What follows belongs to an exercise in optimizing a design on an open flow for small area, a short achievable clock period and few clock cycles per item; a production flow would make more cautious choices. At most, simulation tests tie the RTL to the original design; equivalence was not proved. Power is estimated from default activity; no workload was simulated.

## gray_quantizer_with_dither
module gray_quantizer_with_dither
(
  input  wire logic              clk,
  input  wire logic              rst_n,
  input  wire logic              in_valid,
  output logic                   in_ready,
  input  wire logic [23:0]       in_data,
  output logic                   out_valid,
  input  wire logic              out_ready,
  output logic [8:0]             out_data,
  input  wire logic              psel,
  input  wire logic              penable,
  input  wire logic              pwrite,
  input  wire logic [gqd_pkg::ADDR_W-1:0] paddr,
  input  wire logic [gqd_pkg::DATA_W-1:0] pwdata,
  output logic [gqd_pkg::DATA_W-1:0]      prdata,
  output logic                   pready
);
For scale: roughly 1,800 cells after synthesis, ~190 flip-flops, ~110 I/O pins, about 16,000 um^2 of cells after synthesis.
Settings: LEC_CHECK=0, CAP_MARGIN=20, CORE_MARGIN=2, CORE_UTILIZATION=45, SETUP_SLACK_MARGIN=4.5, SLEW_MARGIN=20; clock period 8.0 ns.
run.sh (not shown) runs the stock make flow with config.mk's settings and CLKGATE_MAP_FILE= SYNTH_SCRIPT=/design/flow/synth_recipe.tcl, a recipe that flattens the netlist after the stock synthesis.
Edit:
- ABC_AREA: unset -> 1
=>
- clock-buffer cell count stays the same
- sequential cell count is unchanged
- hold slack stays flat
- total power goes up by 22%
- sequential share of layout area goes down by 0.58 points
- routed wire length goes up by 5.1%
- final cell count goes up by 14%
- combinational power goes up by 64%
- utilization goes up by 0.12 points
- global-route usage goes up by 0.46 points
Function was not checked in any run of this note: the RTL went through the layout flow alone.

========
tundra:
gray_quantizer_with_dither, a different RTL version from the one above (not shown whole).
Size: roughly 110 I/O pins, ~0.014 mm^2 of cells after synthesis.
==> flow/design.v (excerpt) <==
module gray_quantizer_with_dither
(
  input  wire logic              clk,
  input  wire logic              rst_n,
  input  wire logic              in_valid,
  output logic                   in_ready,
  input  wire logic [23:0]       in_data,
  output logic                   out_valid,
  input  wire logic              out_ready,
  output logic [8:0]             out_data,
  input  wire logic              psel,
  input  wire logic              penable,
  input  wire logic              pwrite,
  input  wire logic [gqd_pkg::ADDR_W-1:0] paddr,
  input  wire logic [gqd_pkg::DATA_W-1:0] pwdata,
  output logic [gqd_pkg::DATA_W-1:0]      prdata,
  output logic                   pready
);
==> flow/config.mk <==
export PLATFORM = sky130hd
export DESIGN_NAME = gray_quantizer_with_dither
export DESIGN_NICKNAME = gray_quantizer_with_dither
export VERILOG_FILES = /design/flow/design.v
export SDC_FILE = /design/flow/constraint.sdc
export NUM_CORES = 4
export LEC_CHECK = 0
export ABC_AREA = 1
export CAP_MARGIN = 20
export CORE_MARGIN = 2
export CORE_UTILIZATION = 40
export CTS_BUF_LIST = sky130_fd_sc_hd__clkbuf_4 sky130_fd_sc_hd__clkbuf_8
export CTS_CLUSTER_SIZE = 40
export PLACE_DENSITY = 0.7
export SETUP_SLACK_MARGIN = 3.9
export SLEW_MARGIN = 20
==> flow/constraint.sdc <==
create_clock -name core_clock -period 8.0 [get_ports {clk}]
set_input_delay 1.6000 -clock core_clock [delete_from_list [all_inputs] [get_ports {clk}]]
set_output_delay 1.6000 -clock core_clock [all_outputs]
set_load 0.01 [all_outputs]
standard.sh (not shown) runs the stock make flow with config.mk's settings and CLKGATE_MAP_FILE= SYNTH_SCRIPT=/design/flow/synth_recipe.tcl, a recipe that flattens the netlist after the stock synthesis.
==> flow/flow/run.sh <==
#!/bin/bash
# The standard layout (the standard.sh: ORFS synthesis to final layout), with the
# ports buffered by buf_1 cells instead of the resizer's default choice.
export BUFFER_PORTS_ARGS="-buffer_cell sky130_fd_sc_hd__buf_1"
bash standard.sh > standard_flow.log 2>&1
tundra: no failed stages, no open violations at the end
Testbench counts of tundra, summed over its fixed seeds: cycles 131,552, pixels 131,072.
[inputs] violet vs tundra
Settings: clearing PLACE_DENSITY, which used to be 0.7; swapping 3.9 for 3.8 in SETUP_SLACK_MARGIN; swapping 40 for 45 in CORE_UTILIZATION.
## What came out
Sum of buffers and inverters on the critical path on violet is down relative to tundra. STATUS routed wire length: violet wins against tundra. Summary of violet over tundra: total number of placement rows shows a reduction of 5.8%, required time of the critical path dropped 1.84 ns, cell count went down, sequential share of layout area moved up. Summary — routed via count, violet relative to tundra: lower, by 163.
Input-level comparison between zinc and violet:
Settings: ABC_AREA no longer set, was 1; ABC_CLOCK_PERIOD_IN_PS now 4000, previously not set.
--- outcome ---
Every run in the comparison, violet and zinc, completed the flow with a clean layout.
When zinc is set beside violet, its smallest setup slack after layout turns out to be 0.15 ns smaller.
Per the comparison of zinc with violet, portion of the clock cycle consumed by the worst path in the final layout higher; synthesized cell count lower; summed area of non-filler cells in the final layout higher; synthesized area lower.
Comparing violet and zinc, the higher number of clock-tree buffers in the layout is on zinc.
Relative to violet, count of buffers added by post-CTS timing repair for setup increased by 17 in zinc.
diff inputs: zinc => maple
Settings: CTS_CLUSTER_SIZE now 80, was 40; CORE_UTILIZATION now 55, was 45; ABC_CLOCK_PERIOD_IN_PS no longer set, was 4000; ABC_AREA now 1, previously not set.
==> flow/flow/run.sh <==
#!/bin/bash
# The standard layout (the standard.sh: ORFS synthesis to final layout), with the
# ports buffered by buf_2 cells instead of the resizer's default choice.
export BUFFER_PORTS_ARGS="-buffer_cell sky130_fd_sc_hd__buf_2"
bash standard.sh > standard_flow.log 2>&1
[summary]
- The worst voltage drop across the vdd grid of maple exceeds that of zinc by 15%.
- sky130_fd_sc_hd__o221ai_1 as the standard cell with the maximum stage delay on the critical path was reported by maple, and sky130_fd_sc_hd__or4_4 by zinc.
- Compared with zinc, synthesized cell count in maple increased by more than 10%.
- Of maple and zinc, it is maple that has the higher basic-gate share of the synthesized area counting and, or, nand and nor cells.
- The run showing the greater area after synthesis is maple.
- Compared with zinc, maple ends up with a smaller final cell area.
- Placed cell area (maple vs. zinc) increases slightly
- maple vs. zinc: total power climbed 8.5%, power per unit of standard cell area climbed about 9%, routed wire length climbed 120 um.
- Looking at first element of the critical path, the paddr[3] result is from maple; the levels_r[1] one comes from zinc.
What lagoon does differently from maple at the input level:
Settings: CORE_UTILIZATION: 55 -> 45; CTS_CLUSTER_SIZE: 80 -> 40.
==> flow/run.sh (new file) <==
#!/bin/bash
# synth_recipe.tcl (not shown) runs the flow's synth.tcl, then flattens the netlist and writes it again
# the make line also repeats each setting of config.mk as NAME=value (left out here)
make -C /OpenROAD-flow-scripts/flow DESIGN_CONFIG=/design/flow/config.mk WORK_HOME=/design/flow/orfs CLKGATE_MAP_FILE= SYNTH_SCRIPT=/design/flow/synth_recipe.tcl finish
removed: flow/flow/run.sh
removed: flow/standard.sh
## What came out
The estimated power of lagoon ends up higher than the estimate for maple.
Taking maple as the reference, in lagoon portion of total power attributed to the clock network shows no meaningful change, number of vias per cell shows a reduction of about 2.2%, final critical delay including setup and external delays shows an increase of 0.042 ns.
Both conditions hold for maple: the flow ran to the end and the final layout passed the timing, design-rule and antenna checks.
Having completed the whole flow, lagoon delivered a layout that passed the timing, design-rule and antenna checks.
Routed length on met1: maple vs lagoon, no meaningful difference
Relative to lagoon, the following input files were edited for fjord:
==> flow/flow/run.sh (new file) <==
#!/bin/bash
# The standard layout (the standard.sh: ORFS synthesis to final layout), with the
# ports buffered by buf_2 cells instead of the resizer's default choice.
export BUFFER_PORTS_ARGS="-buffer_cell sky130_fd_sc_hd__buf_2"
bash standard.sh > standard_flow.log 2>&1
==> flow/standard.sh (new file) <==
#!/bin/bash
# synth_recipe.tcl (not shown) runs the flow's synth.tcl, then flattens the netlist and writes it again
# the make line also repeats each setting of config.mk as NAME=value (left out here)
make -C /OpenROAD-flow-scripts/flow DESIGN_CONFIG=/design/flow/config.mk WORK_HOME=/design/flow/orfs CLKGATE_MAP_FILE= SYNTH_SCRIPT=/design/flow/synth_recipe.tcl "${@:-finish}"
removed: flow/run.sh
Results
[compare] base=lagoon new=fjord: quantity of hold-fixing buffers added after cts ~0 delta, worst setup slack +0.0090 ns, depth of the worst register-to-register path +5, first-iteration DRC count +5.7%, floorplan row count ~0 delta. From fjord to lagoon, post-synthesis xor/xnor area fraction did not move at all. fjord has number of detailed-routing iterations run before antenna repair above what lagoon had. Between fjord and lagoon, the routed wire length does not differ in any meaningful way. fjord vs lagoon: power down.

==> afterwards: timing with drivers on the ports <==
How much do the figures lean on ideal ports? The routed layouts below were timed once more, with nothing changed but the port constraints.
Step 1: set_driving_cell puts a clkbuf_16 on clk and a buf_2 on each other input, an assumption about the parent block.
Step 2 moves the port delays by t, midway between the first and last clock arrival at a register: inputs arrive t later, outputs are due t later. That takes back most of the time a late clock gives input paths.
Three values: ideal ports, drivers, drivers and shift; two values: the first two.
| run | shift t [ns] | setup WS [ns] | worst setup path at the end | worst data-port slew with drivers (ns) | pins driven straight from the clock port |
|---|---|---|---|---|---|
| the first run of note 1 | 0.504 | 3.592 / 3.592 / 3.592 | register to register | 0.04 | 1 |
| the second run of note 1 | 0.499 | 3.818 / 3.818 / 3.818 | register to register | 0.05 | 1 |
| tundra | 0.529 | 3.844 / 3.844 / 3.844 | register to register | 0.04 | 1 |
| violet | 0.521 | 3.827 / 3.799 / 3.799 | input to output | 0.04 | 1 |
| zinc | 0.505 | 3.674 / 3.674 / 3.674 | register to register | 0.04 | 1 |
| maple | 0.511 | 3.889 / 3.863 / 3.863 | input to output | 0.05 | 1 |
| lagoon | 0.530 | 3.846 / 3.826 / 3.826 | input to output | 0.04 | 1 |
| fjord | 0.512 | 3.855 / 3.797 / 3.797 | input to output | 0.06 | 1 |
After both steps every run listed still meets setup and hold. For fjord, which loses most, drivers alone change the setup slack by -0.058 ns; drivers and shift together by -0.058 ns.
